Source: an optimization exercise on an open RTL-to-GDS flow (aim: small area, a short achievable clock period and few clock cycles per item). Production flows keep margins and buffers that such runs may drop.
Function was checked by simulation only, so behaviour that the tests miss may differ from the original.
Power figures rest on the tool's default switching activity, not on a simulated workload.

[flow/design.v]
module alu_mc #(
  parameter int WIDTH = 64
) (
  input  logic             clk,
  input  logic             rst_n,
  input  logic             in_valid,
  output logic             in_ready,
  input  logic [WIDTH-1:0] A,
  input  logic [WIDTH-1:0] B,
  input  logic [2:0]       ALUop,
  output logic             out_valid,
  input  logic             out_ready,
  output logic [WIDTH-1:0] Y,
  output logic [WIDTH-1:0] Y_hi,
  output logic [WIDTH-1:0] REM,
  output logic             ZERO,
  output logic             COUT,
  output logic             OVF,
  output logic             DIV0
);
  localparam int CW = $clog2(WIDTH + 1);
  localparam logic [2:0] OP_ADD = 3'b000;
  localparam logic [2:0] OP_SUB = 3'b001;
  localparam logic [2:0] OP_AND = 3'b010;
  localparam logic [2:0] OP_OR  = 3'b011;
  localparam logic [2:0] OP_XOR = 3'b100;
  localparam logic [2:0] OP_MUL = 3'b101;
  localparam logic [2:0] OP_DIV = 3'b110;
  typedef enum logic [1:0] {IDLE = 2'd0, BUSY = 2'd1, DONE = 2'd2} state_t;
  state_t           state, state_n;
  logic [CW-1:0]    cnt;
  logic [WIDTH-1:0] acc_hi, acc_lo, opnd;
  logic             is_div;
  logic             div0_fast, multi, accept, last;
  always_comb begin
    div0_fast = 1'b0;
    multi = (ALUop == OP_MUL) || ((ALUop == OP_DIV) && !div0_fast);
  end
  assign accept = in_valid && in_ready;
  assign last   = (state == BUSY) && (cnt == CW'(1));
  always_ff @(posedge clk or negedge rst_n) begin
    if (!rst_n) state <= IDLE;
    else        state <= state_n;
  end
  always_comb begin
    state_n = state;
    case (state)
      IDLE:    if (in_valid) state_n = multi ? BUSY : DONE;
      BUSY:    if (cnt == CW'(1)) state_n = DONE;
      DONE:    if (out_ready) state_n = IDLE;
      default: state_n = IDLE;
    endcase
  end
  always_comb begin
    in_ready  = (state == IDLE);
    out_valid = (state == DONE);
  end
  logic [WIDTH:0]   add_w, sub_w;
  logic [WIDTH-1:0] s_y, s_rem;
  logic             s_cout, s_ovf, s_div0;
  assign add_w = {1'b0, A} + {1'b0, B};
  assign sub_w = {1'b0, A} - {1'b0, B};
  always_comb begin
    s_y    = '0;
    s_rem  = '0;
    s_cout = 1'b0;
    s_ovf  = 1'b0;
    s_div0 = 1'b0;
    case (ALUop)
      OP_ADD: begin
        s_y    = add_w[WIDTH-1:0];
        s_cout = add_w[WIDTH];
        s_ovf  = (A[WIDTH-1] == B[WIDTH-1]) && (add_w[WIDTH-1] != A[WIDTH-1]);
      end
      OP_SUB: begin
        s_y    = sub_w[WIDTH-1:0];
        s_cout = ~sub_w[WIDTH];
        s_ovf  = (A[WIDTH-1] != B[WIDTH-1]) && (sub_w[WIDTH-1] != A[WIDTH-1]);
      end
      OP_AND: s_y = A & B;
      OP_OR:  s_y = A | B;
      OP_XOR: s_y = A ^ B;
      OP_DIV: begin
        s_y    = '1;
        s_rem  = A;
        s_div0 = 1'b1;
      end
      default: ;
    endcase
  end
  logic [WIDTH:0]   mul_sum, rem_sh, rem_sub;
  logic             div_ge;
  logic [WIDTH-1:0] hi_n, lo_n;
  assign mul_sum = {1'b0, acc_hi} + (acc_lo[0] ? {1'b0, opnd} : {(WIDTH+1){1'b0}});
  assign rem_sh  = {acc_hi, acc_lo[WIDTH-1]};
  assign rem_sub = rem_sh - {1'b0, opnd};
  assign div_ge  = ~rem_sub[WIDTH];
  always_comb begin
    if (is_div) begin
      hi_n = div_ge ? rem_sub[WIDTH-1:0] : rem_sh[WIDTH-1:0];
      lo_n = {acc_lo[WIDTH-2:0], div_ge};
    end else begin
      hi_n = mul_sum[WIDTH:1];
      lo_n = {mul_sum[0], acc_lo[WIDTH-1:1]};
    end
  end
  always_ff @(posedge clk or negedge rst_n) begin
    if (!rst_n) begin
      cnt    <= '0;
      is_div <= 1'b0;
      acc_hi <= '0;
      acc_lo <= '0;
      opnd   <= '0;
    end else if (accept && multi) begin
      cnt    <= CW'(WIDTH);
      is_div <= (ALUop == OP_DIV);
      acc_hi <= '0;
      acc_lo <= (ALUop == OP_DIV) ? A : B;
      opnd   <= (ALUop == OP_DIV) ? B : A;
    end else if (state == BUSY) begin
      cnt    <= cnt - CW'(1);
      acc_hi <= hi_n;
      acc_lo <= lo_n;
    end
  end
  always_ff @(posedge clk or negedge rst_n) begin
    if (!rst_n) begin
      Y    <= '0;
      Y_hi <= '0;
      REM  <= '0;
      ZERO <= 1'b1;
      COUT <= 1'b0;
      OVF  <= 1'b0;
      DIV0 <= 1'b0;
    end else if (accept && !multi) begin
      Y    <= s_y;
      Y_hi <= '0;
      REM  <= s_rem;
      ZERO <= (s_y == '0);
      COUT <= s_cout;
      OVF  <= s_ovf;
      DIV0 <= s_div0;
    end else if (last) begin
      Y    <= lo_n;
      ZERO <= (lo_n == '0);
      COUT <= 1'b0;
      OVF  <= 1'b0;
      if (is_div) begin
        Y_hi <= '0;
        REM  <= hi_n;
        DIV0 <= (opnd == '0);
      end else begin
        Y_hi <= hi_n;
        REM  <= '0;
        DIV0 <= 1'b0;
      end
    end
  end
endmodule
[flow/run.sh]
#!/bin/bash
# synth_recipe.tcl (not shown) runs the flow's synth.tcl, then flattens the netlist and writes it again
# the make line also repeats each setting of config.mk as NAME=value (left out here)
make -C /OpenROAD-flow-scripts/flow DESIGN_CONFIG=/design/flow/config.mk WORK_HOME=/design/flow/orfs CLKGATE_MAP_FILE= SYNTH_SCRIPT=/design/flow/synth_recipe.tcl finish
[flow/config.mk]
export PLATFORM = sky130hd
export DESIGN_NAME = alu_mc
export DESIGN_NICKNAME = alu_mc
export VERILOG_FILES = /design/flow/design.v
export SDC_FILE = /design/flow/constraint.sdc
export NUM_CORES = 4
export LEC_CHECK = 0
export CAP_MARGIN = 20
export CORE_MARGIN = 2
export CORE_UTILIZATION = 40
export SLEW_MARGIN = 20
[flow/constraint.sdc]
create_clock -name core_clock -period 6.5 [get_ports {clk}]
set_input_delay 1.3000 -clock core_clock [delete_from_list [all_inputs] [get_ports {clk}]]
set_output_delay 1.3000 -clock core_clock [all_outputs]
set_load 0.01 [all_outputs]
==> out/results.ini <==
[outcome]
status=timing/DRC/antenna clean

[worst_setup_path]
cp-start-kind=input pin
critPathSlowestCell=nor4_1
path_common_cell=nand4_1
path_max_fanout=8
crit_path_end_kind=register
path_class=input pin to register
crit_path_max_incr_delay_ns=0.66
reg2reg_from=acc_lo[0]$_DFFE_PN0P_
cp.required_ns=7.09
cp_cell_sequence=clkdlybuf4s50_1, inv_1, ha_1, a2111oi_1, a21o_1, o21ai_1, a221o_1, mux2i_1, a2bb2oi_1, buf_4, and4_1, nand4_1, nor4_1, buf_4, and4_1, nand4_1, nor4_1, nand4_1, o21ai_1
arrival_ns=6.67
worstSetupStartpoint=A[4]

[cells_and_area]
layout_commonest_cell=nand2_1
antenna_cells=0
nNetsFinal=5796
drive_gt1_frac=0.06988
final_cell_mix=614 x nand2_1, 556 x a21oi_1, 485 x o21ai_0, 396 x dfrtp_1, 339 x ha_1
syn_to_final_growth_pct=17.78

[placed_design]
dp_hpwl_mm=134.2
place_congestion=1.059
io_buffer_count=332

[power_and_ir_drop]
power.density_nw_per_um2=410.2
p_leak_nw=20.29
ir_worst_vdd_mv=0.3290

[global_route]
grtUsageTotal=0.3424
antenna_found_initial=6
grt_pass1_wl_mm=258.0
grt_pass1_vias=39698
grt_overflow=0
grt_max_degree=157

[synthesis]
ys_seq_elements=398
synth_nets=5557
synth.distinct_cells=110
syn_avg_cell_area_sq_um=7.600
synth_edf_count=0
yosysSeqAreaShare=0.2580
synth_area_sq_um=38600
synthArstFlopShare=1.000
netlist_instances=5079
yosys_warnings=1
synth-main-ff-cell=dfrtp_1

[floorplan]
die_w_um=314.6
row_count=113
start_util=0.4051
die-area_sq_um=99000
ios=333
coreArea_sq_um=95290
die_h_um=314.6

[cts]
cts_tree=yes
cts.sinks=398
cts_buffers=46
cts_hold_buf=0
clk_latency_ns=0.66
clk_pin_slew_ns=0.07
cts_resized=0
htreeDepth=2
clockRootBuffer=clkbuf_16
clock_path_buffers=3
postCtsSetupBuffers=0

[routing]
drc_errors=0
first_pass_iters=9
drtIter0Drc=4909
num_vias=41625
wl_mm=174.9
final_antenna_net_count=0
avgRoutedWirePerCell_um=26.43
routed_via_density=6.291

[timing]
fin_tns_setup_ns=0
worst_slew_pin_slew_ns=1.307
skew_ns=0.04450
fmax_ghz=0.1645
final.hold.worst_slack_ns=0.4783
min_period_over_period=0.9354
relSlewSlack=0.1195
finalSetupViolCount=0
final_hold_viol_count=0
finalMaxSlewViolations=0
rsz0062_at_grt=false
period_needed_ns=6.080

[min_path]
hp-class=register to register
min_from=REM[41]$_DFFE_PN0P_

[flow_run]
cap_violations=0

-- worst max-delay path, delay by kind of cell --
| kind | cells | cell delay [ns] |
|---|---|---|
| buffers and inverters | 4 | 1.04 |
| AOI/OAI and AO/OA | 6 | 1.81 |
| adders and majority gates | 1 | 0.41 |
| and+or+nand+nor | 7 | 1.94 |
| muxes | 1 | 0.15 |
-- metrics by stage --
step	utilization	instances	setup WS, ns	power [mW]	instance area (sq um)
after floorplan	-	5079	1.680	11.52	38600
after global placement	0.4598	6534	0.03237	15.40	43820
after detailed placement	0.4599	6535	-0.06615	15.46	43820
after CTS	0.4771	6617	0.6189	18.46	45460
after global routing	0.4771	6617	0.2142	19.76	45460
final	0.4771	6617	0.4201	18.65	45460
-- kinds of logic after synthesis --
logic type               after synthesis  share of synthesized area
adder cells (fa/ha/maj)              343                     0.1120
buffers and inverters                651                    0.06752
XOR/XNOR                             134                    0.03109
multiplexers                         138                    0.03624
AO/OA/AOI/OAI                       1889                     0.3116
AND/OR/NAND/NOR                     1526                     0.1835
flip-flops                           398                     0.2580
-- state kept, by name, summed over array words and instances, names as in the netlist --
register and count:
COUT 1, DIV0 1, OVF 1, REM 64, Y 64, Y_hi 64, ZERO 1, acc_hi 64
acc_lo 64, cnt 7, is_div 1, opnd 64, state 2
-- layout make-up --
| class | instances | area (sq um) |
|---|---|---|
| tap | 1265 | 1583 |
| fill | 9515 | 49830 |
| clock inverter | 23 | 367.9 |
| clock buffer | 59 | 1270 |
| multi-input combinational | 4030 | 26130 |
| timing repair buffer | 532 | 4985 |
| inverter | 310 | 1165 |
| sequential | 398 | 9965 |
-- final timing paths --
| kind | end | slack, ns | cells past startpoint |
|---|---|---|---|
| worst max-delay path | ZERO$_DFFE_PN1P_ | 0.42 | 19 |
| worst min-delay path | REM[41]$_DFFE_PN0P_ | 0.48 | 2 |
| worst max register to register | acc_hi[61]$_DFFE_PN0P_ | 0.84 | 18 |
| worst min register to register | REM[41]$_DFFE_PN0P_ | 0.48 | 2 |
| max in group asynchronous | is_div$_DFFE_PN0P_ | 4.68 | 2 |
| min in group asynchronous | Y_hi[45]$_DFFE_PN0P_ | 0.53 | 1 |
-- routing by layer --
layer / track usage / vias up / part of all wire
met5: 0 / - / 0.00020
met4: 0.1582 / 6 / 0.053
met3: 0.06897 / 435 / 0.095
met2: 0.5259 / 2172 / 0.43
met1: 0.4615 / 20116 / 0.42
li1: - / 18896 / -
-- synth_stat cells (46+ instances only) --
master / instances / share of area
a221o_1: 46 / 0.012
o221ai_1: 59 / 0.013
nand4_1: 94 / 0.015
o21ai_1: 47 / 0.0061
a21oi_1: 557 / 0.072
nand2_1: 617 / 0.060
xnor2_1: 84 / 0.019
clkbuf_1: 262 / 0.025
a21o_1: 123 / 0.024
nand3_1: 129 / 0.017
mux2i_1: 124 / 0.032
o22ai_1: 60 / 0.0097
ha_1: 339 / 0.11
a22o_1: 63 / 0.014
nor3_1: 53 / 0.0069
dfrtp_1: 397 / 0.26
and2_1: 79 / 0.013
nor4_1: 61 / 0.0099
inv_1: 305 / 0.030
nor2_1: 328 / 0.032
o21ai_0: 485 / 0.063
xor2_1: 48 / 0.011
-- report_power, final --
| part | internal (mW) | switching (mW) | leakage, nW |
|---|---|---|---|
| clock network | 1.71 | 1.21 | 0.783 |
| registers | 3.24 | 0.952 | 5.21 |
| logic | 4.33 | 7.21 | 14.3 |
Testbench counts, summed over its fixed seeds: cycles 78,912, items 3,200.

static timing again, ports no longer ideal:
In the flow no input, the clock included, has a driving cell. The finished layout below was timed again as built, in two steps. Step 1 sets driving cells, clkbuf_16 on the clock port and buf_2 on the other inputs (assumed; they add their load-dependent delay and slew). Step 2 times the ports against the registers' clock, not the clock port: input delays grow and output delays shrink by t, the midpoint of the rising clock arrivals with the driver on. Slacks: ideal ports / drivers / drivers and shift; pairs: ideal ports / drivers.
t, ns: 0.703
setup slack, ns: 0.420 / 0.459 / -0.244
slew at the worst register clock pin (ns): 0.07 / 0.07
cell pins on the clock port's net: 1
With both steps, setup timing fails in this run, where it was met with ideal ports. For this run, drivers alone change the setup slack by +0.039 ns; drivers and shift together by -0.664 ns.
